This is an optimization exercise on Yosys and OpenROAD, whose aim is small area, a short achievable clock period and few clock cycles per item, not a production implementation. The RTL was checked by simulation tests, not by an equivalence proof against the original design. Power and IR drop assume default switching activity.

<file path="design/flow/flow/run.sh">
#!/bin/bash
# Layout flow: the standard flow (standard.sh, unchanged synthesis and
# steps), with the port buffers made of plain sky130_fd_sc_hd__buf_2 cells
# instead of the delay cells buffer_ports picks by default. Every input and
# output port still gets its own buffer. The full output of the flow goes to
# flow.log here; each ORFS step also keeps its own log under orfs/logs.
set -euo pipefail
export BUFFER_PORTS_ARGS="-buffer_cell sky130_fd_sc_hd__buf_2"
bash standard.sh > flow.log 2>&1
</file>
<file path="design/flow/config.mk">
export PLATFORM = sky130hd
export DESIGN_NAME = servo_recipe_sequencer_top
export DESIGN_NICKNAME = servo_recipe_sequencer_top
export VERILOG_FILES = /design/flow/design.v
export SDC_FILE = /design/flow/constraint.sdc
export NUM_CORES = 4
export LEC_CHECK = 0
export ABC_AREA = 1
export CAP_MARGIN = 20
export CORE_MARGIN = 2
export CORE_UTILIZATION = 45
export CTS_CLUSTER_DIAMETER = 80
export CTS_CLUSTER_SIZE = 24
export SETUP_SLACK_MARGIN = 3.5
export SLEW_MARGIN = 20
export TNS_END_PERCENT = 10
</file>
<file path="design/flow/constraint.sdc">
create_clock -name core_clock -period 6.0 [get_ports {clk}]
set_input_delay 1.2000 -clock core_clock [delete_from_list [all_inputs] [get_ports {clk}]]
set_output_delay 1.2000 -clock core_clock [all_outputs]
set_load 0.01 [all_outputs]
</file>
<file path="design/flow/standard.sh">
#!/bin/bash
# synth_recipe.tcl (not shown) runs the flow's synth.tcl, then flattens the netlist and writes it again
# the make line also repeats each setting of config.mk as NAME=value (left out here)
make -C /OpenROAD-flow-scripts/flow DESIGN_CONFIG=/design/flow/config.mk WORK_HOME=/design/flow/orfs CLKGATE_MAP_FILE= SYNTH_SCRIPT=/design/flow/synth_recipe.tcl "${@:-finish}"
</file>
<file path="design/flow/design.v">
package srs_pkg;
  localparam int MODE_W   = 2;
  localparam int CHAR_W   = 8;
  localparam int LIDX_W   = 7;
  localparam int WORD_W   = 8;
  localparam int OPC_W    = 3;
  localparam int ARG_W    = 5;
  localparam int POS_W    = 3;
  localparam int PULSE_W  = 15;
  localparam int STATUS_W = 3;
  localparam int PCOUT_W  = 8;
  localparam int CNT_W    = 5;
  localparam int NUM_POS  = 6;
  localparam int CIDX_W   = 3;
  localparam int IN_TDATA_W  = 24;
  localparam int OUT_TDATA_W = 32;
  localparam logic [POS_W-1:0] POS_MAX = 3'd5;
  typedef enum logic [MODE_W-1:0] {
    MODE_TICK = 2'd0,
    MODE_CMD  = 2'd1,
    MODE_LOAD = 2'd2
  } mode_t;
  typedef enum logic [OPC_W-1:0] {
    OPC_END     = 3'd0,
    OPC_MOV     = 3'd1,
    OPC_WAIT    = 3'd2,
    OPC_LOOP    = 3'd4,
    OPC_ENDLOOP = 3'd5,
    OPC_RESET   = 3'd7
  } opc_t;
  typedef enum logic [STATUS_W-1:0] {
    ST_IDLE    = 3'd0,
    ST_EXEC    = 3'd1,
    ST_WAIT    = 3'd2,
    ST_PAUSED  = 3'd3,
    ST_RANGE   = 3'd4,
    ST_EXTREME = 3'd5,
    ST_ENDED   = 3'd6,
    ST_UNKNOWN = 3'd7
  } status_t;
  localparam logic [CHAR_W-1:0] CH_PAUSE    = 8'h70;   
  localparam logic [CHAR_W-1:0] CH_CONTINUE = 8'h63;   
  localparam logic [CHAR_W-1:0] CH_RIGHT    = 8'h72;   
  localparam logic [CHAR_W-1:0] CH_LEFT     = 8'h6C;   
  localparam logic [CHAR_W-1:0] CH_NOP      = 8'h6E;   
  localparam logic [CHAR_W-1:0] CH_RESTART  = 8'h62;   
  localparam logic [CHAR_W-1:0] CH_UPPER_A  = 8'h41;
  localparam logic [CHAR_W-1:0] CH_UPPER_Z  = 8'h5A;
  localparam logic [CHAR_W-1:0] CH_CASE_OFS = 8'h20;
  localparam logic [PULSE_W-1:0] PULSE_RESET_0 = 15'd430;
  localparam logic [PULSE_W-1:0] PULSE_RESET_1 = 15'd690;
  localparam logic [PULSE_W-1:0] PULSE_RESET_2 = 15'd955;
  localparam logic [PULSE_W-1:0] PULSE_RESET_3 = 15'd1220;
  localparam logic [PULSE_W-1:0] PULSE_RESET_4 = 15'd1485;
  localparam logic [PULSE_W-1:0] PULSE_RESET_5 = 15'd1750;
  typedef struct packed {
    logic             paused;
    logic [CNT_W-1:0] loop_cnt;
    logic [CNT_W-1:0] wait_cnt;
    logic [POS_W-1:0] pos;
  } srs_state_t;
endpackage
module srs_ram #(
  parameter int DEPTH = 128
) (
  input  logic             clk,
  input  logic             clr,        
  input  logic [15:0]      walo,       
  input  logic [7:0]       wahi,       
  input  logic [6:0]       wdata,
  input  logic [15:0]      rsel_lo,    
  input  logic [DEPTH/16-1:0] rsel_hi,  
  output logic [6:0]       rdata,
  output logic [6:0]       rdata0      
);
  logic [6:0] mem_r [DEPTH];
  always_ff @(posedge clk) begin
    for (int i = 0; i < DEPTH; i++) begin
      if (clr || (walo[i % 16] && wahi[i / 16])) begin
        mem_r[i] <= wdata;
      end
    end
  end
  always_comb begin
    logic [6:0] g;
    rdata = 7'd0;
    for (int j = 0; j < DEPTH / 16; j++) begin
      g = 7'd0;
      for (int k = 0; k < 16; k++) begin
        g = g | (mem_r[16 * j + k] & {7{rsel_lo[k]}});
      end
      rdata = rdata | (g & {7{rsel_hi[j]}});
    end
  end
  assign rdata0 = mem_r[0];
endmodule
module srs_store (
  input  logic [7:0] word,
  output logic [6:0] code
);
  always_comb begin
    case (word[7:5])
      3'd1:    code = (word[4:0] > 5'd5) ? 7'b11_01_000 : {4'b11_00, word[2:0]};
      3'd2:    code = {2'b01, word[4:0]};
      3'd4:    code = {2'b10, word[4:0]};
      3'd5:    code = 7'b11_11_000;
      3'd7:    code = 7'b11_11_100;
      3'd3,
      3'd6:    code = 7'b11_10_000;
      default: code = 7'b00_00_000;
    endcase
  end
endmodule
module srs_exec (
  input  logic [2:0]  op,         
  input  logic [2:0]  pos,
  input  logic [4:0]  wait_cnt,
  input  logic        wait_nz,    
  input  logic [4:0]  loop_cnt,
  input  logic        paused,
  input  logic [7:0]  pc,
  input  logic [15:0] pc1,        
  input  logic [7:0]  ls,
  input  logic [15:0] ls1,        
  input  logic [6:0]  w,          
  output logic [2:0]  pos_o,
  output logic [1:0]  pos_sel,    
  output logic [4:0]  wait_o,
  output logic        wait_nz_o,
  output logic [4:0]  loop_o,
  output logic        paused_o,
  output logic [1:0]  pc_sel,     
  output logic [7:0]  pc_o,
  output logic [15:0] pc1_o,
  output logic [7:0]  ls_o,
  output logic [15:0] ls1_o,
  output logic        ls_new,     
  output logic [2:0]  status
);
  localparam logic [2:0] OP_TICK = 3'd0;
  localparam logic [2:0] OP_P    = 3'd1;
  localparam logic [2:0] OP_C    = 3'd2;
  localparam logic [2:0] OP_R    = 3'd3;
  localparam logic [2:0] OP_L    = 3'd4;
  localparam logic [2:0] OP_B    = 3'd5;
  localparam logic [2:0] OP_NOP  = 3'd6;
  localparam logic [1:0] PC_STAY = 2'd0;
  localparam logic [1:0] PC_STEP = 2'd1;
  localparam logic [1:0] PC_LOOP = 2'd2;
  localparam logic [1:0] PC_ZERO = 2'd3;
  localparam logic [15:0] ONE_1H = {8'b0000_0001, 4'b0001, 4'b0010};
  function automatic logic [7:0] inc8(input logic [7:0] a);
    logic c;
    c = 1'b1;
    for (int i = 0; i < 8; i++) begin
      inc8[i] = a[i] ^ c;
      c       = c & a[i];
    end
  endfunction
  function automatic logic [15:0] inc1h(input logic [15:0] a);
    logic c0, c1;
    c0 = a[3];
    c1 = a[3] && a[7];
    inc1h[3:0]  = {a[2:0], a[3]};
    inc1h[7:4]  = c0 ? {a[6:4], a[7]} : a[7:4];
    inc1h[15:8] = c1 ? {a[14:8], 1'b0} : a[15:8];
  endfunction
  logic [7:0]  pc_inc;
  logic [15:0] pc1_inc;
  logic [2:0]  wpos;
  logic [2:0]  travel;
  logic        w_end;
  logic        w_wait;
  logic        w_loop;
  logic        w_mov;
  logic        w_range;
  logic        w_unk;
  logic        w_endl;
  logic        w_rst;
  logic        tick_go;
  logic        loop_nz;
  always_comb begin
    wpos    = w[2:0];
    pc_inc  = inc8(pc);
    pc1_inc = inc1h(pc1);
    travel  = (wpos > pos) ? (wpos - pos) : (pos - wpos);
    w_end   = (w[6:5] == 2'b00);
    w_wait  = (w[6:5] == 2'b01);
    w_loop  = (w[6:5] == 2'b10);
    w_mov   = (w[6:5] == 2'b11) && (w[4:3] == 2'b00);
    w_range = (w[6:5] == 2'b11) && (w[4:3] == 2'b01);
    w_unk   = (w[6:5] == 2'b11) && (w[4:3] == 2'b10);
    w_endl  = (w[6:5] == 2'b11) && (w[4:3] == 2'b11) && !w[2];
    w_rst   = (w[6:5] == 2'b11) && (w[4:3] == 2'b11) && w[2];
    loop_nz = (loop_cnt != 5'd0);
    tick_go = (op == OP_TICK) && !wait_nz && !paused && !w_end;
  end
  always_comb begin
    pc_sel = PC_STAY;
    if (op == OP_B) begin
      pc_sel = PC_ZERO;
    end else if (tick_go) begin
      if (w_wait || w_loop || w_mov || w_range || (w_endl && !loop_nz)) begin
        pc_sel = PC_STEP;
      end else if (w_endl) begin
        pc_sel = PC_LOOP;
      end else if (w_rst) begin
        pc_sel = PC_ZERO;
      end
    end
  end
  always_comb begin
    case (pc_sel)
      PC_STEP: begin
        pc_o  = pc_inc;
        pc1_o = pc1_inc;
      end
      PC_LOOP: begin
        pc_o  = ls;
        pc1_o = ls1;
      end
      PC_ZERO: begin
        pc_o  = 8'd0;
        pc1_o = ONE_1H;
      end
      default: begin
        pc_o  = pc;
        pc1_o = pc1;
      end
    endcase
  end
  always_comb begin
    pos_o    = pos;
    pos_sel  = 2'd0;
    wait_o   = wait_cnt;
    loop_o   = loop_cnt;
    paused_o = paused;
    ls_o     = ls;
    ls1_o    = ls1;
    ls_new   = 1'b0;
    status   = 3'd0;
    case (op)
      OP_TICK: begin
        if (wait_nz) begin
          wait_o = wait_cnt - 5'd1;
          status = 3'd2;
        end else if (paused) begin
          status = 3'd3;
        end else if (w_end) begin
          status = 3'd6;
        end else if (w_wait) begin
          wait_o = w[4:0];
          status = 3'd1;
        end else if (w_loop) begin
          loop_o = w[4:0];
          ls_o   = pc_inc;
          ls1_o  = pc1_inc;
          ls_new = 1'b1;
          status = 3'd1;
        end else if (w_mov) begin
          pos_o   = wpos;
          pos_sel = 2'd1;
          wait_o  = {1'b0, travel, 1'b0};
          status  = 3'd1;
        end else if (w_range) begin
          status = 3'd4;
        end else if (w_unk) begin
          status = 3'd7;
        end else begin
          status = 3'd1;
          if (w_endl && loop_nz) loop_o = loop_cnt - 5'd1;
        end
      end
      OP_P: begin
        paused_o = 1'b1;
        status   = 3'd3;
      end
      OP_C: begin
        paused_o = 1'b0;
      end
      OP_R: begin
        if (pos == 3'd0) begin
          status = 3'd5;
        end else begin
          pos_o   = pos - 3'd1;
          pos_sel = 2'd2;
          wait_o  = 5'd2;
          status  = 3'd1;
        end
      end
      OP_L: begin
        if (pos >= 3'd5) begin
          status = 3'd5;
        end else begin
          pos_o   = pos + 3'd1;
          pos_sel = 2'd3;
          wait_o  = 5'd2;
          status  = 3'd1;
        end
      end
      OP_B: begin
        paused_o = 1'b0;
      end
      OP_NOP: begin
        status = 3'd0;
      end
      default: begin
        status = 3'd7;
      end
    endcase
    wait_nz_o = (wait_o != 5'd0);
  end
endmodule
import srs_pkg::*;
module servo_recipe_sequencer_top #(
  parameter int RECIPE_DEPTH = 128
) (
  input  logic                               clk,
  input  logic                               rst_n,
  input  logic                               in_tvalid,
  output logic                               in_tready,
  input  logic [srs_pkg::IN_TDATA_W-1:0]     in_tdata,
  input  logic [srs_pkg::MODE_W-1:0]         in_tuser,
  output logic                               out_tvalid,
  input  logic                               out_tready,
  output logic [srs_pkg::OUT_TDATA_W-1:0]    out_tdata,
  input  logic                               cfg_valid,
  output logic                               cfg_ready,
  input  logic [srs_pkg::CIDX_W-1:0]         cfg_index,
  input  logic [srs_pkg::PULSE_W-1:0]        cfg_data
);
  localparam logic [2:0] OP_TICK = 3'd0;
  localparam logic [2:0] OP_P    = 3'd1;
  localparam logic [2:0] OP_C    = 3'd2;
  localparam logic [2:0] OP_R    = 3'd3;
  localparam logic [2:0] OP_L    = 3'd4;
  localparam logic [2:0] OP_B    = 3'd5;
  localparam logic [2:0] OP_NOP  = 3'd6;
  localparam logic [2:0] OP_UNK  = 3'd7;
  function automatic logic [3:0] dec2(input logic [1:0] a);
    dec2    = 4'd0;
    dec2[a] = 1'b1;
  endfunction
  function automatic logic [15:0] dec4(input logic [3:0] a);
    dec4    = 16'd0;
    dec4[a] = 1'b1;
  endfunction
  function automatic logic [7:0] dec3(input logic [2:0] a);
    dec3    = 8'd0;
    dec3[a] = 1'b1;
  endfunction
  function automatic logic [5:0] onehot(input logic [2:0] p);
    onehot = 6'd0;
    case (p)
      3'd0:    onehot[0] = 1'b1;
      3'd1:    onehot[1] = 1'b1;
      3'd2:    onehot[2] = 1'b1;
      3'd3:    onehot[3] = 1'b1;
      3'd4:    onehot[4] = 1'b1;
      default: onehot[5] = 1'b1;
    endcase
  endfunction
  logic        rst_q_n;
  logic        cfg_v_q;
  logic [2:0]  cfg_i_q;
  logic [14:0] cfg_d_q;
  always_ff @(posedge clk) begin
    rst_q_n <= rst_n;
    cfg_v_q <= cfg_valid;
    cfg_i_q <= cfg_index;
    cfg_d_q <= cfg_data;
  end
  logic [7:0] in_ch;
  logic [2:0] in_op;
  logic       in_ld;
  logic [6:0] in_code;
  logic [6:0] in_idx;
  assign in_ch  = in_tdata[7:0];
  assign in_idx = in_tdata[14:8];
  always_comb begin
    in_ld = 1'b0;
    case (in_tuser)
      2'd0: in_op = OP_TICK;
      2'd1: begin
        if (in_ch[7:6] != 2'b01) begin
          in_op = OP_UNK;
        end else begin
          case (in_ch[4:0])
            5'h10:   in_op = OP_P;
            5'h03:   in_op = OP_C;
            5'h12:   in_op = OP_R;
            5'h0C:   in_op = OP_L;
            5'h0E:   in_op = OP_NOP;
            5'h02:   in_op = OP_B;
            default: in_op = OP_UNK;
          endcase
        end
      end
      2'd2: begin
        in_op = OP_NOP;
        in_ld = in_tvalid;
      end
      default: in_op = OP_NOP;
    endcase
  end
  srs_store u_code (
    .word (in_tdata[22:15]),
    .code (in_code)
  );
  logic       x_valid_r;
  logic [2:0] x_op_r;
  logic [15:0] x_walo_r;     
  logic [7:0]  x_wahi_r;     
  logic [6:0] x_code_r;
  logic       x_fire;
  localparam logic [1:0] PC_STAY = 2'd0;
  localparam logic [1:0] PC_STEP = 2'd1;
  localparam logic [1:0] PC_LOOP = 2'd2;
  localparam logic [1:0] PC_ZERO = 2'd3;
  localparam logic [15:0] ONE_1H = {8'b0000_0001, 4'b0001, 4'b0010};
  logic [2:0]  pos_r;
  logic [5:0]  pos1h_r;       
  logic [4:0]  wait_r;
  logic        wnz_r;
  logic [4:0]  loop_r;
  logic        paused_r;
  logic [7:0]  pc_r;
  logic [15:0] pc1_r;         
  logic [7:0]  ls_r;
  logic [15:0] ls1_r;         
  logic [3:0]  psel_r;        
  logic [6:0]  wh_r;          
  logic [6:0]  rd_r;          
  logic [6:0]  wl_r;          
  logic        wl_new_r;      
  logic [14:0] pulse_r [6];
  logic [6:0]  w_cur;
  logic [6:0]  wl_cur;
  logic [2:0]  pos_n;
  logic [1:0]  pos_sel;
  logic [5:0]  pos1h_n;
  logic [4:0]  wait_n;
  logic        wnz_n;
  logic [4:0]  loop_n;
  logic        paused_n;
  logic [1:0]  psel_n;
  logic [7:0]  pc_n;
  logic [15:0] pc1_n;
  logic [7:0]  ls_n;
  logic [15:0] ls1_n;
  logic        ls_new;
  logic [2:0]  status_n;
  logic        o_valid_r;
  logic [2:0]  o_pos_r;
  logic [14:0] o_pulse_r;
  logic [2:0]  o_status_r;
  logic [7:0]  o_pc_r;
  logic        k_valid_r;
  logic [2:0]  k_pos_r;
  logic [2:0]  k_status_r;
  logic [7:0]  k_pc_r;
  logic        o_free;
  assign x_fire    = x_valid_r && !k_valid_r;
  assign in_tready = !x_valid_r || !k_valid_r;
  assign cfg_ready = 1'b1;
  assign o_free    = !o_valid_r || out_tready;
  logic [15:0]             rsel_lo;
  logic [6:0]              rd_w1;
  logic [6:0]              rd_w0;
  logic                    ld_pc;
  logic                    ld_ls;
  always_comb begin
    for (int i = 0; i < 16; i++) begin
      rsel_lo[i] = pc1_r[i % 4] && pc1_r[4 + i / 4];
    end
  end
  always_comb begin
    logic [7:0] p2, l2;
    p2 = pc_r[7] ? 8'd0 : dec3(pc_r[6:4]);
    l2 = ls_r[7] ? 8'd0 : dec3(ls_r[6:4]);
    ld_pc = |(x_walo_r & dec4(pc_r[3:0])) && |(x_wahi_r & p2);
    ld_ls = |(x_walo_r & dec4(ls_r[3:0])) && |(x_wahi_r & l2);
  end
  srs_ram #(
    .DEPTH (RECIPE_DEPTH)
  ) u_ram (
    .clk    (clk),
    .clr    (!rst_q_n),
    .walo   (x_walo_r),
    .wahi   (x_wahi_r),
    .wdata  (x_code_r),
    .rsel_lo (rsel_lo),
    .rsel_hi (pc1_r[15:8]),
    .rdata  (rd_w1),
    .rdata0 (rd_w0)
  );
  always_comb begin
    w_cur = (rd_r & {7{psel_r[PC_STEP]}}) | (wl_r & {7{psel_r[PC_LOOP]}})
          | (rd_w0 & {7{psel_r[PC_ZERO]}}) | (wh_r & {7{psel_r[PC_STAY]}});
    wl_cur = wl_new_r ? rd_r : wl_r;
  end
  srs_exec u_exec (
    .op        (x_op_r),
    .pos       (pos_r),
    .wait_cnt  (wait_r),
    .wait_nz   (wnz_r),
    .loop_cnt  (loop_r),
    .paused    (paused_r),
    .pc        (pc_r),
    .pc1       (pc1_r),
    .ls        (ls_r),
    .ls1       (ls1_r),
    .w         (w_cur),
    .pos_o     (pos_n),
    .pos_sel   (pos_sel),
    .wait_o    (wait_n),
    .wait_nz_o (wnz_n),
    .loop_o    (loop_n),
    .paused_o  (paused_n),
    .pc_sel    (psel_n),
    .pc_o      (pc_n),
    .pc1_o     (pc1_n),
    .ls_o      (ls_n),
    .ls1_o     (ls1_n),
    .ls_new    (ls_new),
    .status    (status_n)
  );
  logic [14:0] pulse_n;
  logic [14:0] pulse_k;
  function automatic logic [14:0] pulse_sel(input logic [5:0] p1h,
                                            input logic [14:0] p0,
                                            input logic [14:0] p1,
                                            input logic [14:0] p2,
                                            input logic [14:0] p3,
                                            input logic [14:0] p4,
                                            input logic [14:0] p5);
    pulse_sel = (p0 & {15{p1h[0]}}) | (p1 & {15{p1h[1]}}) | (p2 & {15{p1h[2]}})
              | (p3 & {15{p1h[3]}}) | (p4 & {15{p1h[4]}}) | (p5 & {15{p1h[5]}});
  endfunction
  logic [5:0]  pos1h_cmd;
  logic [14:0] pulse_mov;
  logic [14:0] pulse_cmd;
  always_comb begin
    case (pos_sel)
      2'd2:    pos1h_cmd = {1'b0, pos1h_r[5:1]};
      2'd3:    pos1h_cmd = {pos1h_r[4:0], 1'b0};
      default: pos1h_cmd = pos1h_r;
    endcase
    pos1h_n   = (pos_sel == 2'd1) ? onehot(w_cur[2:0]) : pos1h_cmd;
    pulse_mov = pulse_sel(onehot(w_cur[2:0]), pulse_r[0], pulse_r[1], pulse_r[2],
                          pulse_r[3], pulse_r[4], pulse_r[5]);
    pulse_cmd = pulse_sel(pos1h_cmd, pulse_r[0], pulse_r[1], pulse_r[2],
                          pulse_r[3], pulse_r[4], pulse_r[5]);
    pulse_n   = (pos_sel == 2'd1) ? pulse_mov : pulse_cmd;
    pulse_k   = pulse_sel(onehot(k_pos_r), pulse_r[0], pulse_r[1], pulse_r[2],
                          pulse_r[3], pulse_r[4], pulse_r[5]);
  end
  always_ff @(posedge clk) begin
    for (int i = 0; i < 6; i++) begin
      if (cfg_v_q && cfg_i_q == 3'(i)) begin
        pulse_r[i] <= cfg_d_q;
      end else if (!rst_q_n) begin
        case (i)
          0:       pulse_r[i] <= PULSE_RESET_0;
          1:       pulse_r[i] <= PULSE_RESET_1;
          2:       pulse_r[i] <= PULSE_RESET_2;
          3:       pulse_r[i] <= PULSE_RESET_3;
          4:       pulse_r[i] <= PULSE_RESET_4;
          default: pulse_r[i] <= PULSE_RESET_5;
        endcase
      end
    end
  end
  always_ff @(posedge clk) begin
    if (!rst_n) begin
      x_valid_r <= 1'b0;
    end else if (in_tready) begin
      x_valid_r <= in_tvalid;
    end
  end
  always_ff @(posedge clk) begin
    if (!rst_n) begin
      x_code_r <= 7'd0;
    end else if (in_tready) begin
      x_code_r <= in_code;
    end
  end
  always_ff @(posedge clk) begin
    if (in_tready) begin
      x_op_r   <= in_op;
      x_walo_r <= dec4(in_idx[3:0]);
      x_wahi_r <= in_ld ? dec3(in_idx[6:4]) : 8'd0;
    end
  end
  always_ff @(posedge clk) begin
    if (!rst_q_n) begin
      pos_r    <= 3'd0;
      pos1h_r  <= 6'b000001;
      wait_r   <= 5'd0;
      wnz_r    <= 1'b0;
      loop_r   <= 5'd0;
      paused_r <= 1'b0;
      pc_r     <= 8'd0;
      pc1_r    <= ONE_1H;
      ls_r     <= 8'd0;
      ls1_r    <= ONE_1H;
    end else if (x_fire) begin
      pos_r    <= pos_n;
      pos1h_r  <= pos1h_n;
      wait_r   <= wait_n;
      wnz_r    <= wnz_n;
      loop_r   <= loop_n;
      paused_r <= paused_n;
      pc_r     <= pc_n;
      pc1_r    <= pc1_n;
      ls_r     <= ls_n;
      ls1_r    <= ls1_n;
    end
  end
  always_ff @(posedge clk) begin
    rd_r <= rd_w1;
    if (!rst_q_n) begin
      psel_r   <= 4'b0001;
      wh_r     <= 7'd0;
      wl_r     <= 7'd0;
      wl_new_r <= 1'b0;
    end else begin
      psel_r   <= x_fire ? dec2(psel_n) : 4'b0001;
      wh_r     <= (x_fire && ld_pc) ? x_code_r : w_cur;
      wl_r     <= (x_fire && ld_ls) ? x_code_r : wl_cur;
      wl_new_r <= x_fire && ls_new;
    end
  end
  always_ff @(posedge clk) begin
    if (!rst_n) begin
      o_valid_r <= 1'b0;
      k_valid_r <= 1'b0;
    end else begin
      if (o_free) begin
        o_valid_r <= k_valid_r || x_fire;
        k_valid_r <= 1'b0;
      end else if (x_fire) begin
        k_valid_r <= 1'b1;
      end
    end
  end
  always_ff @(posedge clk) begin
    if (o_free) begin
      if (k_valid_r) begin
        o_pos_r    <= k_pos_r;
        o_pulse_r  <= pulse_k;
        o_status_r <= k_status_r;
        o_pc_r     <= k_pc_r;
      end else begin
        o_pos_r    <= pos_n;
        o_pulse_r  <= pulse_n;
        o_status_r <= status_n;
        o_pc_r     <= pc_n;
      end
    end
    if (x_fire) begin
      k_pos_r    <= pos_n;
      k_status_r <= status_n;
      k_pc_r     <= pc_n;
    end
  end
  assign out_tvalid = o_valid_r;
  assign out_tdata  = {3'b000, o_pc_r, o_status_r, o_pulse_r, o_pos_r};
endmodule
</file>
==> results of run 1 <==
## area by class of cell
class | instances | share of cell area
sequential | 1181 | 0.626
multi-input combinational | 2534 | 0.243
timing repair buffer | 250 | 0.0354
tap | 1414 | 0.0323
inverter | 418 | 0.0308
clock buffer | 94 | 0.0284
clock inverter | 11 | 0.00388
timing repair inverter | 2 | 0.000251
## cells by family after synthesis
logic type,share of synthesized area
AO/OA/AOI/OAI,0.0942
adder cells (fa/ha/maj),0.0115
buffers and inverters,0.0468
other,0.000153
XOR/XNOR,0.00232
flip-flops,0.697
multiplexers,0.00102
AND/OR/NAND/NOR,0.147
## layout by cell type, fill, tap and decap left out, types with 47 or more instances in the layout
cell type	n
a21oi_1	111
a221oi_1	47
a22o_1	98
buf_2	78
buf_4	144
clkbuf_16	56
dfxtp_1	104
edfxtp_1	1056
inv_1	378
nand2_1	1055
nand3_1	106
nand4_1	121
nor2_1	302
o21ai_0	203
o21ai_1	66
o22ai_1	84
## through the flow
stage               worst slack, ns  hold WS, ns  power [mW]
CTS                            3.30        0.411        15.5
detailed placement             2.23        0.442        11.0
floorplan                      3.35        0.425        10.5
global placement               2.23        0.435        10.9
global route                   3.31        0.457        15.9
finish                         3.38        0.413        15.5
## routing by layer
layer / global-route usage / up-vias / share of wire
met5: 0 / - / 0.00052
met4: 0.0750 / 12 / 0.030
met3: 0.0420 / 237 / 0.092
met2: 0.405 / 1599 / 0.46
met1: 0.366 / 16700 / 0.42
li1: - / 15400 / -
## registers in the layout, indices dropped and copies added, names as in the netlist, 8 cells and up
| name | cells |
|---|---|
| pc_r | 8 |
| o_pulse_r | 15 |
| ls_r | 8 |
| u_ram.mem_r | 896 |
| cfg_d_q | 15 |
| pulse_r | 90 |
| x_wahi_r | 8 |
| x_walo_r | 16 |
| pc1_r | 16 |
| ls1_r | 16 |
| k_pc_r | 8 |
| o_pc_r | 8 |
## path summary, 6_finish.rpt
check,from,end,slack (ns)
max,pc1_r[7],rd_r[6],3.38
min,ls1_r[0],pc1_r[0],0.41
max reg2reg,pc1_r[7],rd_r[6],3.38
min reg2reg,ls1_r[0],pc1_r[0],0.41
## power by group
part | switching [mW] | total (mW) | internal, mW
sequential | 0.244 | 9.80 | 9.55
clock | 2.63 | 4.60 | 1.96
combinational | 0.776 | 1.06 | 0.289
## worst min-delay path, cell delays in order (launching register included)
cell and delay (ns):
dfxtp_1 0.32, nand2_1 0.06, a21oi_1 0.05
## what timing repair did
action,CTS,global route
gates cloned,6,1
pin swaps,9,22
setup buffers,26,33
endpoints found under the setup margin,196,184
resized for setup,143,138
==> impl_results.md, run 1 <==
* Status: timing/DRC/antenna clean
* Top cells by area, synth: edfxtp_1, nand2_1, dfxtp_1, inv_1, o21ai_0
* Crit Path Class: flop to flop
* Num Clock Sinks at roughly 1200
* Worst vdd ir at roughly 0.00025 V
* Starting Density at 0.452
* Setup crit start kind: flop
* Std cell rows at around 120
* Most instantiated cells after synthesis: nand2_1, edfxtp_1, inv_1
* Full die area at 0.112 mm2
* Final Instance Count excl. Fillers at roughly 6000
* Worst path slowest cell: dfxtp_1
* CP peak stage delay at around 0.42 ns
* First-pass GRT wire length at between 200000 and 250000 um
* Share of cells above drive strength 1 at 0.119
* Initial antenna violation count at 8
* Finished Cell Area at roughly 0.055 mm2
* Fin. Hold Viols at 0
* Drt drc at 0
* Reg2reg path depth at 10
* Setup TNS at 0 ns
* Type of element capturing the critical path: flop
* Synth warnings at 6
* CTS Buffer Depth at 3
* Reg clk slew, reported paths at 0.09 ns
* Tightest Pin Transition at between 1 and 1.5 ns
* Final core occ at 0.505
* Placement Cell Area at 0.0514 mm2
* Cell Pwr Density at roughly 280 mW/mm2
* Worst Hold Class: flop to flop
* Core area at 0.109 mm2
* #FFs+latches synth at about 1200
* Syn Inst Count at 4303
* Synth Flop Type: edfxtp_1
* Via count at roughly 34000
* Later-pin clock latency in the skew report at 0.73 ns
* DRT iter0 DRCs at between 4000 and 5000
* Vias in the first global route at 31800
* Period minus WS final at between 2 and 3 ns
* TritonCTS Buffers at 56
* Routed len/inst at roughly 25 um
* Average size of a mapped cell at 11.4 um2
* Synth async-reset ratio at 0
* PortBufs at 77
* Count leader, synth: nand2_1
* Most frequent CP cell: nand2_1
* H-tree lvl count at 2
* Final setup fails at 0
* P_leak at 20.8 nW
* Top cell family by delay on the critical path: simple AND/OR/NAND/NOR gates
* Die height at 334 um
* Distinct cells, synth at 58
* I/O pin cnt at 84
* EDFF count, synth at 1056
* Max Fclk at approximately 380 MHz
* Inst Count DP at 5733
* WP data arrival at ~3.2 ns
* Post-Synthesis Cell Area at between 0.04 and 0.05 mm2
* Clock Skew at between 0.05 and 0.06 ns
* Ant diodes at 0
* DP HPWL at 87000 um
* Max cap viols at 0
* Seq/Total Area, Yosys at 0.697
* RSZ-0062 raised after global routing: yes
* Biggest area consumer among synthesized cells: edfxtp_1
* Hold buffer count at cts at 0
* Crit path cell chain: nand2_4, inv_6, buf_6, nand2_1, nand4_1, nor2_1, a31o_2, nand2_1, nor2_2, nand2_1
* FF/Latch Area at ~0.034 mm2
* Multi-input gate area at around 0.013 mm2
* Slew headroom at 0.150
* Layout area overhead at 11.6%
* Instance count on the critical path at 10
* GRT overflow at 0
* Global-route usage over all layers at 0.256
* Final Cycle Share at 0.437
* Worst path required time at between 6 and 7 ns
* Routed vias/inst at ~5.7
* Largest net degree at the start of global routing at around 120
* Die width at 334 um
* Final Net Count at approximately 4500
* Area share of the largest cell type after synthesis at 0.646
* Buf/Inv on CP at 2
* Final ANT Viol Nets at 0
* Post-Route WL at 145000 um
* Fin. max-slew vios at 0
* Fill count at ~9400
* Initial DRT Pass Iterations at 6
* CTS tree: yes
* Crit path max fanout at 23
* Root buf cell: clkbuf_16
* Hold Path Stages at 2
* Final estimated routing congestion in global placement at around 0.87
Testbench counts, summed over its fixed seeds: cycles 12,933, items 12,885.
==> run 2: changes to the inputs <==
--- a/design/flow/config.mk
+++ b/design/flow/config.mk
@@ -13,3 +13,3 @@
 export CTS_CLUSTER_SIZE = 24
-export SETUP_SLACK_MARGIN = 3.5
+export SETUP_SLACK_MARGIN = 3.75
 export SLEW_MARGIN = 20
==> impl_results.md, run 2 <==
* Post-Route WL at 149000 um (+2.7%)
* WP data arrival at 1.45 ns (-1.71 ns)
* Fin. max-slew vios at 0 (unchanged)
* Hold Path Stages at 2 (unchanged)
* Most instantiated cells after synthesis: nand2_1, edfxtp_1, inv_1
* First-pass GRT wire length at 215000 um (+1.2%)
* Hold_sp: ls1_r[11]
* Die width at 334 um (unchanged)
* I/O pin cnt at 84 (unchanged)
* Via count at 34400 (+1.5%)
* Final Cycle Share at 0.441 (+0.00410)
* Share of cells above drive strength 1 at 0.144 (+0.0252)
* Syn Inst Count at 4303 (unchanged)
* Synth async-reset ratio at 0 (unchanged)
* DP HPWL at 88100 um (+1.3%)
* Type of element capturing the critical path: output pin
* Routed len/inst at 24.9 um (+1.6%)
* Hold EP: ls1_r[11]
* EDFF count, synth at 1056 (unchanged)
* Worst Hold Class: flop to flop
* Final setup margin at 3.35 ns (-0.0246 ns)
* PortBufs at 77 (unchanged)
* R2r endpoint: o_pc_r[6]
* Pre-CTS setup slack at 2.66 ns (+0.438 ns)
* Inst Count DP at 5747 (+0.24%)
* Largest registers: u_ram.mem_r: 896 flops, pulse_r: 90 flops
* Largest register FFs at 896 (unchanged)
* H-tree lvl count at 2 (unchanged)
* Top reg by flops: u_ram.mem_r
* Average size of a mapped cell at 11.4 um2 (unchanged)
* Hold buffer count at cts at 0 (unchanged)
* CTS Buffer Depth at 3 (unchanged)
* Slew headroom at 0.259 (+0.109)
* Final setup fails at 0 (unchanged)
* Status: timing/DRC/antenna clean
* Biggest area consumer among synthesized cells: edfxtp_1
* Initial DRT Pass Iterations at 6 (unchanged)
* Top cells by area, synth: edfxtp_1, nand2_1, dfxtp_1, inv_1, o21ai_0
* Crit path max fanout at 2 (-91%)
* Post-Synthesis Cell Area at 0.0491 mm2 (unchanged)
* R2r setup slk at 3.44 ns (+0.06 ns)
* R2R Path Start: psel_r[2]
* Num Clock Sinks at 1181 (unchanged)
* Distinct cells, synth at 58 (unchanged)
* Placement Cell Area at 0.0517 mm2 (+0.43%)
* Drt drc at 0 (unchanged)
* Root buf cell: clkbuf_16
* Die height at 334 um (unchanged)
* Max cap viols at 0 (unchanged)
* Most frequent cells in the layout: edfxtp_1, nand2_1, inv_1
* Max Fclk at 378 MHz (-0.93%)
* Cell Pwr Density at 279 mW/mm2 (-1.3%)
* Final core occ at 0.515 (+0.0101)
* Starting Density at 0.452 (unchanged)
* Period minus WS final at 2.65 ns (+0.0246 ns)
* Hold_ws at 0.457 ns (+0.0434 ns)
* Layout area overhead at 13.9%
* Routed vias/inst at 5.77 (+0.40%)
* Initial antenna violation count at 4 (-4)
* Seq/Total Area, Yosys at 0.697 (unchanged)
* Fin. Hold Viols at 0 (unchanged)
* Core area at 0.109 mm2 (unchanged)
* #FFs+latches synth at 1181 (unchanged)
* Vias in the first global route at 32000 (+0.48%)
* Reg clk slew, reported paths at 0.10 ns (about the same)
* Ant diodes at 0 (unchanged)
* Std cell rows at 121 (unchanged)
* Setup TNS at 0 ns (unchanged)
* CTS tree: yes
* Setup crit start kind: flop
* Global-route usage over all layers at 0.260 (+0.00412)
* Crit Path Class: flop to output pin
* Final estimated routing congestion in global placement at 0.875 (+0.51%)
* Tightest Pin Transition at 1.10 ns (-0.169 ns)
* RSZ-0062 raised after global routing: yes
* Reg2reg path depth at 17 (+7)
* Later-pin clock latency in the skew report at 0.71 ns (-0.02 ns)
* Clock Skew at 0.0517 ns (-0.00534 ns)
* GRT overflow at 0 (unchanged)
* Full die area at 0.112 mm2 (unchanged)
* Count leader, synth: nand2_1
* Worst vdd ir at 0.000261 V (+4.7%)
* Final Net Count at 4595 (+1.3%)
* Largest net degree at the start of global routing at 94 (-23%)
* Final Instance Count excl. Fillers at 5966 (+1.1%)
* Worst path required time at 4.80 ns (-1.74 ns)
* Synth warnings at 6 (unchanged)
* TritonCTS Buffers at 58 (+3.6%)
* P_leak at 21.3 nW (+2.0%)
* DRT iter0 DRCs at 4562 (+2.3%)
* Final total power at 15.6 mW (+0.70%)
* Synth Flop Type: edfxtp_1
* Finished Cell Area at 0.0559 mm2 (+2.0%)
* Area share of the largest cell type after synthesis at 0.646 (unchanged)
* Final ANT Viol Nets at 0 (unchanged)
* Most common cell after layout, fill and taps aside: edfxtp_1
-- run 2: how the worst max path moves through the flow --
stage	startpoint	end	slack, ns
3_3_place_gp	pc1_r[1]	rd_r[5]	2.68
2_1_floorplan	x_code_r[0]	u_ram.mem_r[0][0]	3.59
3_5_place_dp	cfg_i_q[1]	pulse_r[4][11]	2.66
4_1_cts	k_valid_r	in_tready	3.32
5_1_grt	k_valid_r	in_tready	3.30
6_report	k_valid_r	in_tready	3.35
-- run 2: per-layer routing --
| metal | global-route usage | routed length (um) |
|---|---|---|
| met5 | 0 | 41 |
| met4 | 0.0787 | 5130 |
| met3 | 0.0423 | 13400 |
| met2 | 0.415 | 68500 |
| met1 | 0.368 | 61700 |
-- run 2: critical path, cell delays in order (launching register included) --
cell and delay, ns:
dfxtp_4 0.36, buf_12 0.10, nand2_8 0.04, buf_12 0.13
buf_6 0.11
-- run 2: power by group --
part | switching [mW] | total (mW) | internal [mW]
registers | 0.242 | 9.79 | 9.55
logic | 0.802 | 1.12 | 0.314
clock network | 2.66 | 4.66 | 1.99
-- run 2: final cells by class --
class,count,area (um2)
multi-input cells,2536,13600
well taps,1414,1770
clock inverters,11,151
clock buffers,99,1670
repair inverters,2,32.5
flip-flops and latches,1181,34300
inverters,418,1800
repair buffers,305,2570
fillers,9370,52700
-- run 2: what timing repair did --
| item | CTS | global route |
|---|---|---|
| resized for setup | 253 | 115 |
| gates cloned | 11 | 3 |
| endpoints found under the hold margin | 0 | 0 |
| pin swaps | 48 | 34 |
| buffers inserted | 58 | 36 |
| setup endpoints to repair | 329 | 407 |
-- run 2: kinds of logic after synthesis --
family / count (synthesis) / share of synthesized area
and+or+nand+nor: 1735 / 0.147
DFF: 1181 / 0.697
AOI/OAI and AO/OA: 729 / 0.0942
buffers and inverters: 594 / 0.0468
adders and majority gates: 44 / 0.0115
xor gates and xnor gates: 13 / 0.00232
muxes: 5 / 0.00102
other: 2 / 0.000153
==> run 3: changes to the inputs <==
--- a/design/flow/config.mk
+++ b/design/flow/config.mk
@@ -13,4 +13,4 @@
 export CTS_CLUSTER_SIZE = 24
-export SETUP_SLACK_MARGIN = 3.75
+export SETUP_SLACK_MARGIN = 3.5
 export SLEW_MARGIN = 20
-export TNS_END_PERCENT = 10
+export TNS_END_PERCENT = 25
==> impl_results.md, run 3 <==
* Cell Pwr Density at 281 mW/mm2 (+0.89%)
* Buf/Inv on CP at 3 (unchanged)
* Fill count at 9407 (+0.39%)
* Via count at 34300 (-0.39%)
* Later-pin clock latency in the skew report at 0.74 ns (+0.03 ns)
* Clock Skew at 0.0703 ns (+0.0186 ns)
* Post-Route WL at 146000 um (-1.7%)
* Share of cells above drive strength 1 at 0.133 (-0.0105)
* Crit Path Class: flop to flop
* GRT overflow at 0 (unchanged)
* Worst vdd ir at 0.000265 V (+1.5%)
* Slew headroom at 0.203 (-0.0564)
* Synth warnings at 6 (unchanged)
* Most frequent cells in the layout: edfxtp_1, nand2_1, inv_1
* CP peak stage delay at 0.63 ns (+0.27 ns)
* Final estimated routing congestion in global placement at 0.877 (+0.18%)
* Max cap viols at 0 (unchanged)
* Std cell rows at 121 (unchanged)
* Hold buffer count at cts at 0 (unchanged)
* Crit path cell chain: inv_1, nor2_1, inv_1, nor2_1, inv_1, nand2_2
* Starting Density at 0.452 (unchanged)
* Crit path max fanout at 15 (+13)
* Setup crit start kind: flop
* #FFs+latches synth at 1181 (unchanged)
* Final Net Count at 4565 (-0.65%)
* Routed len/inst at 24.6 um (-1.2%)
* Initial antenna violation count at 7 (+3)
* Synth async-reset ratio at 0 (unchanged)
* Area share of the largest cell type after synthesis at 0.646 (unchanged)
* Largest register FFs at 896 (unchanged)
* DRT iter0 DRCs at 4385 (-3.9%)
* Vias in the first global route at 31600 (-1.3%)
* H-tree lvl count at 2 (unchanged)
* RSZ-0062 raised after global routing: yes
* Initial DRT Pass Iterations at 6 (unchanged)
* Average size of a mapped cell at 11.4 um2 (unchanged)
* Die height at 334 um (unchanged)
* Distinct cells, synth at 58 (unchanged)
* First-pass GRT wire length at 210000 um (-2.0%)
* Setup TNS at 0 ns (unchanged)
* Largest registers: u_ram.mem_r: 896 flops, pulse_r: 90 flops
* Final setup fails at 0 (unchanged)
* Root buf cell: clkbuf_16
* Max Fclk at 360 MHz (-4.7%)
* Final Instance Count excl. Fillers at 5937 (-0.49%)
* Full die area at 0.112 mm2 (unchanged)
* P_leak at 21.1 nW (-0.59%)
* Fin. max-slew vios at 0 (unchanged)
* Largest net degree at the start of global routing at 135 (+44%)
* Status: timing/DRC/antenna clean
* DP HPWL at 87100 um (-1.1%)
* Worst path required time at 6.37 ns (+1.57 ns)
* Drt drc at 0 (unchanged)
* Reg clk slew, reported paths at 0.10 ns (about the same)
* Layout area overhead at 12.9%
* Period minus WS final at 2.78 ns (+0.130 ns)
* Most frequent CP cell: inv_1
* Num Clock Sinks at 1181 (unchanged)
* Synth Flop Type: edfxtp_1
* Core area at 0.109 mm2 (unchanged)
* Final ANT Viol Nets at 0 (unchanged)
* Syn Inst Count at 4303 (unchanged)
* I/O pin cnt at 84 (unchanged)
* Most common cell after layout, fill and taps aside: edfxtp_1
* Top reg by flops: u_ram.mem_r
* FF/Latch Area at 0.0343 mm2 (about the same)
* Type of element capturing the critical path: flop
* Top cell family by delay on the critical path: simple AND/OR/NAND/NOR gates
* WP data arrival at 3.15 ns (+1.70 ns)
* Multi-input gate area at 0.0135 mm2 (-0.72%)
* EDFF count, synth at 1056 (unchanged)
* Fin. Hold Viols at 0 (unchanged)
* TritonCTS Buffers at 58 (unchanged)
* Biggest area consumer among synthesized cells: edfxtp_1
* Post-Synthesis Cell Area at 0.0491 mm2 (unchanged)
* Seq/Total Area, Yosys at 0.697 (unchanged)
* Inst Count DP at 5735 (-0.21%)
* CTS tree: yes
* Tightest Pin Transition at 1.19 ns (+0.0907 ns)
* Global-route usage over all layers at 0.255 (-0.00568)
* Die width at 334 um (unchanged)
* Most instantiated cells after synthesis: nand2_1, edfxtp_1, inv_1
* Worst path slowest cell: nor2_1
* CTS Buffer Depth at 3 (unchanged)
* Count leader, synth: nand2_1
* Routed vias/inst at 5.77 (about the same)
* Worst Hold Class: flop to flop
* Final Cycle Share at 0.463 (+0.0216)
* PortBufs at 77 (unchanged)
* Top cells by area, synth: edfxtp_1, nand2_1, dfxtp_1, inv_1, o21ai_0
-- run 3: cell counts after synthesis --
Identical to the previous run, type by type.
-- run 3: cell families after synthesis --
family | Yosys count | synth area share
AO/OA/AOI/OAI | 729 | 0.0942
XOR/XNOR | 13 | 0.00232
adder cells (fa/ha/maj) | 44 | 0.0115
buffers and inverters | 594 | 0.0468
flip-flops | 1181 | 0.697
multiplexers | 5 | 0.00102
other | 2 | 0.000153
AND/OR/NAND/NOR | 1735 | 0.147
-- run 3: power breakdown --
group,total [mW],switching [mW],internal (mW)
Combinational,1.09,0.792,0.299
Sequential,9.79,0.236,9.55
Clock,4.69,2.70,1.98
-- run 3: repair_timing --
item | CTS | global route
buffers inserted | 26 | 53
gates resized for setup | 168 | 180
setup endpoints to repair | 209 | 245
gates cloned | 6 | 4
pin swaps | 13 | 43
-- run 3: layout make-up --
| type | count | area share |
|---|---|---|
| Sequential cell | 1181 | 0.619 |
| Clock buffer | 98 | 0.0291 |
| Timing Repair Buffer | 276 | 0.0406 |
| Timing Repair inverter | 4 | 0.000700 |
| Inverter | 418 | 0.0308 |
| Multi-Input combinational cell | 2533 | 0.244 |
| Clock inverter | 12 | 0.00420 |
| Tap cell | 1414 | 0.0319 |
| Antenna cell | 1 | 0.0000452 |
-- run 3: worst min-delay path: cells and delay by family (launching register included) --
family                 cells  cell delay (ns)
flip-flops                 1             0.31
AO/OA/AOI/OAI              1             0.05
buffers and inverters      1             0.06
-- run 3: stage by stage --
step	area (um2)	util	power (mW)	setup WS [ns]	hold slack, ns
3_3_place_gp	51500	0.474	10.9	2.26	0.435
4_1_cts	54200	0.499	15.6	3.31	0.458
3_5_place_dp	51500	0.474	11.0	2.19	0.443
5_1_grt	55400	0.510	16.0	3.21	0.480
2_1_floorplan	49100	-	10.5	3.48	0.425
6_report	55400	0.510	15.6	3.22	0.459
-- run 3: path summary, 6_finish.rpt --
path                    from             end  slack, ns  depth (start not counted)
setup / recovery  cfg_i_q[0]  pulse_r[1][13]       3.22                          6
hold / removal      ls1_r[9]        ls1_r[9]       0.46                          2
setup reg to reg  cfg_i_q[0]  pulse_r[1][13]       3.22                          6
hold reg to reg     ls1_r[9]        ls1_r[9]       0.46                          2
-- run 3: layer usage --
metal | wire length, um | track usage
met4 | 4250 | 0.0676
met1 | 60200 | 0.365
met5 | 23 | 0
met3 | 14200 | 0.0390
met2 | 67600 | 0.407
==> run 4: changes to the inputs <==
--- a/design/flow/design.v
+++ b/design/flow/design.v
@@ -67,4 +67,5 @@
   input  logic             clr,        
-  input  logic [15:0]      walo,       
-  input  logic [7:0]       wahi,       
+  input  logic [3:0]       wa0,        
+  input  logic [3:0]       wa1,        
+  input  logic [7:0]       wa2,        
   input  logic [6:0]       wdata,
@@ -78,3 +79,3 @@
     for (int i = 0; i < DEPTH; i++) begin
-      if (clr || (walo[i % 16] && wahi[i / 16])) begin
+      if (clr || (wa0[i % 4] && wa1[(i / 4) % 4] && wa2[i / 16])) begin
         mem_r[i] <= wdata;
@@ -343,6 +344,2 @@
   endfunction
-  function automatic logic [15:0] dec4(input logic [3:0] a);
-    dec4    = 16'd0;
-    dec4[a] = 1'b1;
-  endfunction
   function automatic logic [7:0] dec3(input logic [2:0] a);
@@ -411,4 +408,5 @@
   logic [2:0] x_op_r;
-  logic [15:0] x_walo_r;     
-  logic [7:0]  x_wahi_r;     
+  logic [3:0] x_wa0_r;
+  logic [3:0] x_wa1_r;
+  logic [7:0] x_wa2_r;
   logic [6:0] x_code_r;
@@ -453,4 +451,3 @@
   logic        o_valid_r;
-  logic [2:0]  o_pos_r;
-  logic [14:0] o_pulse_r;
+  logic [5:0]  o_pos_r;       
   logic [2:0]  o_status_r;
@@ -477,7 +474,12 @@
   always_comb begin
+    logic [3:0] p0, p1, l0, l1;
     logic [7:0] p2, l2;
+    p0 = dec2(pc_r[1:0]);
+    p1 = dec2(pc_r[3:2]);
     p2 = pc_r[7] ? 8'd0 : dec3(pc_r[6:4]);
+    l0 = dec2(ls_r[1:0]);
+    l1 = dec2(ls_r[3:2]);
     l2 = ls_r[7] ? 8'd0 : dec3(ls_r[6:4]);
-    ld_pc = |(x_walo_r & dec4(pc_r[3:0])) && |(x_wahi_r & p2);
-    ld_ls = |(x_walo_r & dec4(ls_r[3:0])) && |(x_wahi_r & l2);
+    ld_pc = |(x_wa0_r & p0) && |(x_wa1_r & p1) && |(x_wa2_r & p2);
+    ld_ls = |(x_wa0_r & l0) && |(x_wa1_r & l1) && |(x_wa2_r & l2);
   end
@@ -488,4 +490,5 @@
     .clr    (!rst_q_n),
-    .walo   (x_walo_r),
-    .wahi   (x_wahi_r),
+    .wa0    (x_wa0_r),
+    .wa1    (x_wa1_r),
+    .wa2    (x_fire ? x_wa2_r : 8'd0),
     .wdata  (x_code_r),
@@ -527,17 +530,3 @@
   );
-  logic [14:0] pulse_n;
-  logic [14:0] pulse_k;
-  function automatic logic [14:0] pulse_sel(input logic [5:0] p1h,
-                                            input logic [14:0] p0,
-                                            input logic [14:0] p1,
-                                            input logic [14:0] p2,
-                                            input logic [14:0] p3,
-                                            input logic [14:0] p4,
-                                            input logic [14:0] p5);
-    pulse_sel = (p0 & {15{p1h[0]}}) | (p1 & {15{p1h[1]}}) | (p2 & {15{p1h[2]}})
-              | (p3 & {15{p1h[3]}}) | (p4 & {15{p1h[4]}}) | (p5 & {15{p1h[5]}});
-  endfunction
   logic [5:0]  pos1h_cmd;
-  logic [14:0] pulse_mov;
-  logic [14:0] pulse_cmd;
   always_comb begin
@@ -549,9 +538,2 @@
     pos1h_n   = (pos_sel == 2'd1) ? onehot(w_cur[2:0]) : pos1h_cmd;
-    pulse_mov = pulse_sel(onehot(w_cur[2:0]), pulse_r[0], pulse_r[1], pulse_r[2],
-                          pulse_r[3], pulse_r[4], pulse_r[5]);
-    pulse_cmd = pulse_sel(pos1h_cmd, pulse_r[0], pulse_r[1], pulse_r[2],
-                          pulse_r[3], pulse_r[4], pulse_r[5]);
-    pulse_n   = (pos_sel == 2'd1) ? pulse_mov : pulse_cmd;
-    pulse_k   = pulse_sel(onehot(k_pos_r), pulse_r[0], pulse_r[1], pulse_r[2],
-                          pulse_r[3], pulse_r[4], pulse_r[5]);
   end
@@ -590,4 +572,5 @@
       x_op_r   <= in_op;
-      x_walo_r <= dec4(in_idx[3:0]);
-      x_wahi_r <= in_ld ? dec3(in_idx[6:4]) : 8'd0;
+      x_wa0_r  <= in_ld ? dec2(in_idx[1:0]) : 4'd0;
+      x_wa1_r  <= dec2(in_idx[3:2]);
+      x_wa2_r  <= in_ld ? dec3(in_idx[6:4]) : 8'd0;
     end
@@ -649,4 +632,3 @@
       if (k_valid_r) begin
-        o_pos_r    <= k_pos_r;
-        o_pulse_r  <= pulse_k;
+        o_pos_r    <= onehot(k_pos_r);
         o_status_r <= k_status_r;
@@ -654,4 +636,3 @@
       end else begin
-        o_pos_r    <= pos_n;
-        o_pulse_r  <= pulse_n;
+        o_pos_r    <= pos1h_n;
         o_status_r <= status_n;
@@ -667,3 +648,14 @@
   assign out_tvalid = o_valid_r;
-  assign out_tdata  = {3'b000, o_pc_r, o_status_r, o_pulse_r, o_pos_r};
+  logic [2:0]  o_posb;
+  logic [14:0] o_pulse;
+  assign o_posb  = {o_pos_r[4] | o_pos_r[5],
+                    o_pos_r[2] | o_pos_r[3],
+                    o_pos_r[1] | o_pos_r[3] | o_pos_r[5]};
+  always_comb begin
+    o_pulse = 15'd0;
+    for (int i = 0; i < 6; i++) begin
+      o_pulse = o_pulse | (pulse_r[i] & {15{o_pos_r[i]}});
+    end
+  end
+  assign out_tdata  = {3'b000, o_pc_r, o_status_r, o_pulse, o_posb};
 endmodule
--- a/design/flow/config.mk
+++ b/design/flow/config.mk
@@ -15,2 +15,2 @@
 export SLEW_MARGIN = 20
-export TNS_END_PERCENT = 25
+export TNS_END_PERCENT = 10
==> impl_results.md, run 4 <==
* Max cap viols at 0 (unchanged)
* P_leak at 19.1 nW (-9.5%)
* Worst vdd ir at 0.000259 V (-2.2%)
* Most common cell after layout, fill and taps aside: edfxtp_1
* Status: timing/DRC/antenna clean
* Syn Inst Count at 3781 (-12%)
* Largest register FFs at 896 (unchanged)
* Hold_ws at 0.451 ns (-0.00858 ns)
* Vias in the first global route at 28700 (-9.1%)
* Cell Pwr Density at 286 mW/mm2 (+1.7%)
* Top cell family by delay on the critical path: flip-flops
* I/O pin cnt at 84 (unchanged)
* Buf/Inv on CP at 2 (-1)
* Crit Path Class: flop to output pin
* Most frequent CP cell: nand2_1
* Final setup margin at 2.94 ns (-0.285 ns)
* CP peak stage delay at 0.39 ns (-0.24 ns)
* Largest registers: u_ram.mem_r: 896 flops, pulse_r: 90 flops
* Final setup fails at 0 (unchanged)
* Most frequent cells in the layout: edfxtp_1, nand2_1, nor2_1
* CTS Buffer Depth at 3 (unchanged)
* Num Clock Sinks at 1161 (-1.7%)
* Top cells by area, synth: edfxtp_1, nand2_1, dfxtp_1, o21ai_0, a22o_1
* Max Fclk at 327 MHz (-9.3%)
* Reg clk slew, reported paths at 0.09 ns (about the same)
* Final estimated routing congestion in global placement at 0.873 (-0.47%)
* Setup crit start kind: flop
* RSZ-0062 raised after global routing: yes
* GRT overflow at 0 (unchanged)
* DP HPWL at 79300 um (-9.0%)
* EDFF count, synth at 1036 (-1.9%)
* CTS tree: yes
* Post-Synthesis Cell Area at 0.0463 mm2 (-5.6%)
* Type of element capturing the critical path: output pin
* Routed vias/inst at 5.71 (-1.2%)
* H-tree lvl count at 2 (unchanged)
* Fin. max-slew vios at 0 (unchanged)
* Average size of a mapped cell at 12.2 um2 (+7.4%)
* Later-pin clock latency in the skew report at 0.70 ns (-0.04 ns)
* Final Net Count at 3978 (-13%)
* Share of cells above drive strength 1 at 0.142 (+0.00831)
* Global-route usage over all layers at 0.240 (-0.0151)
* Full die area at 0.105 mm2 (-5.6%)
* Clock Skew at 0.0707 ns (+0.000386 ns)
* Synth Flop Type: edfxtp_1
* Final ANT Viol Nets at 0 (unchanged)
* Std cell rows at 117 (-3.3%)
* Fin. Hold Viols at 0 (unchanged)
* Synth async-reset ratio at 0 (unchanged)
* Starting Density at 0.455 (+0.00245)
* Routed len/inst at 24.6 um (-0.15%)
* WP data arrival at 1.86 ns (-1.29 ns)
* Crit path max fanout at 15 (unchanged)
* Core area at 0.102 mm2 (-6.1%)
* Die width at 325 um (-2.8%)
* First-pass GRT wire length at 189000 um (-10%)
* Slew headroom at 0.233 (+0.0301)
* Final Cycle Share at 0.510 (+0.0476)
* Distinct cells, synth at 54 (-6.9%)
* Worst path required time at 4.80 ns (-1.57 ns)
* Worst Hold Class: flop to flop
* Most instantiated cells after synthesis: edfxtp_1, nand2_1, o21ai_0
* Via count at 30200 (-12%)
* Pre-CTS setup slack at 2.06 ns (-0.127 ns)
* PortBufs at 77 (unchanged)
* Count leader, synth: edfxtp_1
* Drt drc at 0 (unchanged)
* Final core occ at 0.509 (-0.000753)
* Setup TNS at 0 ns (unchanged)
* Largest net degree at the start of global routing at 92 (-32%)
* TritonCTS Buffers at 58 (unchanged)
* DRT iter0 DRCs at 3671 (-16%)
* Area share of the largest cell type after synthesis at 0.672 (+0.0256)
* Synth warnings at 6 (unchanged)
* Layout area overhead at 12.1%
* #FFs+latches synth at 1161 (-1.7%)
* Root buf cell: clkbuf_16
* Tightest Pin Transition at 1.15 ns (-0.0466 ns)
* Finished Cell Area at 0.0519 mm2 (-6.3%)
* Die height at 325 um (-2.8%)
* Post-Route WL at 130000 um (-11%)
* Top reg by flops: u_ram.mem_r
* Initial DRT Pass Iterations at 5 (-1)
* Initial antenna violation count at 5 (-2)
* Worst path slowest cell: edfxtp_1
* Crit path cell chain: buf_6, nand2_1, nand2_1, a221oi_2, nand3_1, buf_2
* Seq/Total Area, Yosys at 0.726 (+0.0286)
* Placement Cell Area at 0.0483 mm2 (-6.3%)
* Biggest area consumer among synthesized cells: edfxtp_1
* Period minus WS final at 3.06 ns (+0.285 ns)
==> run 4: final timing paths <==
kind / from / end / slack (ns) / cells past startpoint
setup reg to reg: k_valid_r / u_ram.mem_r[4][3] / 3.23 / 8
hold / removal: ls1_r[15] / ls1_r[15] / 0.45 / 2
setup / recovery: o_pos_r[0] / out_tdata[13] / 2.94 / 6
hold reg to reg: ls1_r[15] / ls1_r[15] / 0.45 / 2
==> run 4: cell type report <==
cell class / instances / area (um2)
Fill cell: 8898 / 50000
Tap cell: 1368 / 1710
Clock inverter: 17 / 234
Sequential cell: 1161 / 33700
Clock buffer: 76 / 1560
Timing Repair inverter: 2 / 12.5
Inverter: 233 / 977
Multi-Input combinational cell: 2225 / 12100
Timing Repair Buffer: 211 / 1650
Antenna cell: 4 / 10.0
==> run 4: routing by layer <==
| layer | GRT usage | vias up | share of wire |
|---|---|---|---|
| met5 | 0 | - | 0.00018 |
| met3 | 0.0426 | 222 | 0.084 |
| li1 | - | 13800 | - |
| met2 | 0.384 | 1264 | 0.47 |
| met1 | 0.330 | 15000 | 0.41 |
| met4 | 0.0844 | 4 | 0.036 |
==> run 4: cell families (layout without fill, tap and decap cells) <==
logic type,count (synthesis),after routing,synth area share
adder cells (fa/ha/maj),37,37,0.0103
multiplexers,1,1,0.000216
AND/OR/NAND/NOR,1523,1526,0.138
buffers and inverters,400,539,0.0346
AO/OA/AOI/OAI,650,650,0.0895
flip-flops,1161,1161,0.726
other,2,8,0.000162
XOR/XNOR,7,7,0.00132
==> run 4: worst reg2reg max path: cells and delay by family, from the launching register on <==
| kind | cells | cell delay (ns) |
|---|---|---|
| buffers and inverters | 5 | 0.91 |
| flip-flops | 1 | 0.36 |
| AO/OA/AOI/OAI | 1 | 0.68 |
| AND/OR/NAND/NOR | 2 | 0.41 |
==> run 4: power breakdown <==
group | switching, mW | internal (mW) | leakage, nW
registers | 0.218 | 9.34 | 11.5
logic | 0.539 | 0.207 | 6.72
clock network | 2.61 | 1.93 | 0.860
total | 3.37 | 11.5 | 19.1
==> run 4: stage by stage <==
stage | total power, mW | std cells
finish | 14.8 | 5297
floorplan | 10.1 | 3783
CTS | 14.9 | 5235
detailed placement | 10.4 | 5131
global route | 15.3 | 5295
global placement | 10.4 | 5131
==> run 4: what timing repair did <==
item / in CTS / in global routing
setup buffers: 11 / 51
hold endpoints to repair: 0 / 0
hold buffers: 0 / 0
pin swaps: 1 / 40
resized for setup: 193 / 247
endpoints found under the setup margin: 1121 / 1054
cloned: 0 / 6
Testbench counts of run 4, summed over its fixed seeds: cycles 12,933, items 12,885.

-- re-timing with driven ports --
Ports are ideal in the flow. The routed layouts listed here were re-timed in OpenROAD.
Step 1 (the two cells are an assumption about what drives the block):
set clk [get_ports {clk}]
set_driving_cell -lib_cell sky130_fd_sc_hd__clkbuf_16 $clk
set_driving_cell -lib_cell sky130_fd_sc_hd__buf_2 [delete_from_list [all_inputs] $clk]
Step 2, shift: input delay + t, output delay - t, t = (earliest + latest rising clock arrival at the registers) / 2. This alone moves slack from input paths to output paths.
Three values: ideal, step 1, step 2; two values: the first two.
run | t (ns) | setup WS [ns] | cell pins on the clock port's net
run 1 | 0.773 | 3.378 / 3.364 / 3.051 | 1
run 2 | 0.754 | 3.353 / 3.285 / 3.405 | 1
run 3 | 0.780 | 3.223 / 3.223 / 3.115 | 1
run 4 | 0.751 | 2.938 / 2.867 / 3.228 | 1
After both steps every run listed still meets setup and hold. The setup slack of run 1, which loses most, moves by -0.014 ns with the drivers and by -0.327 ns with both steps.
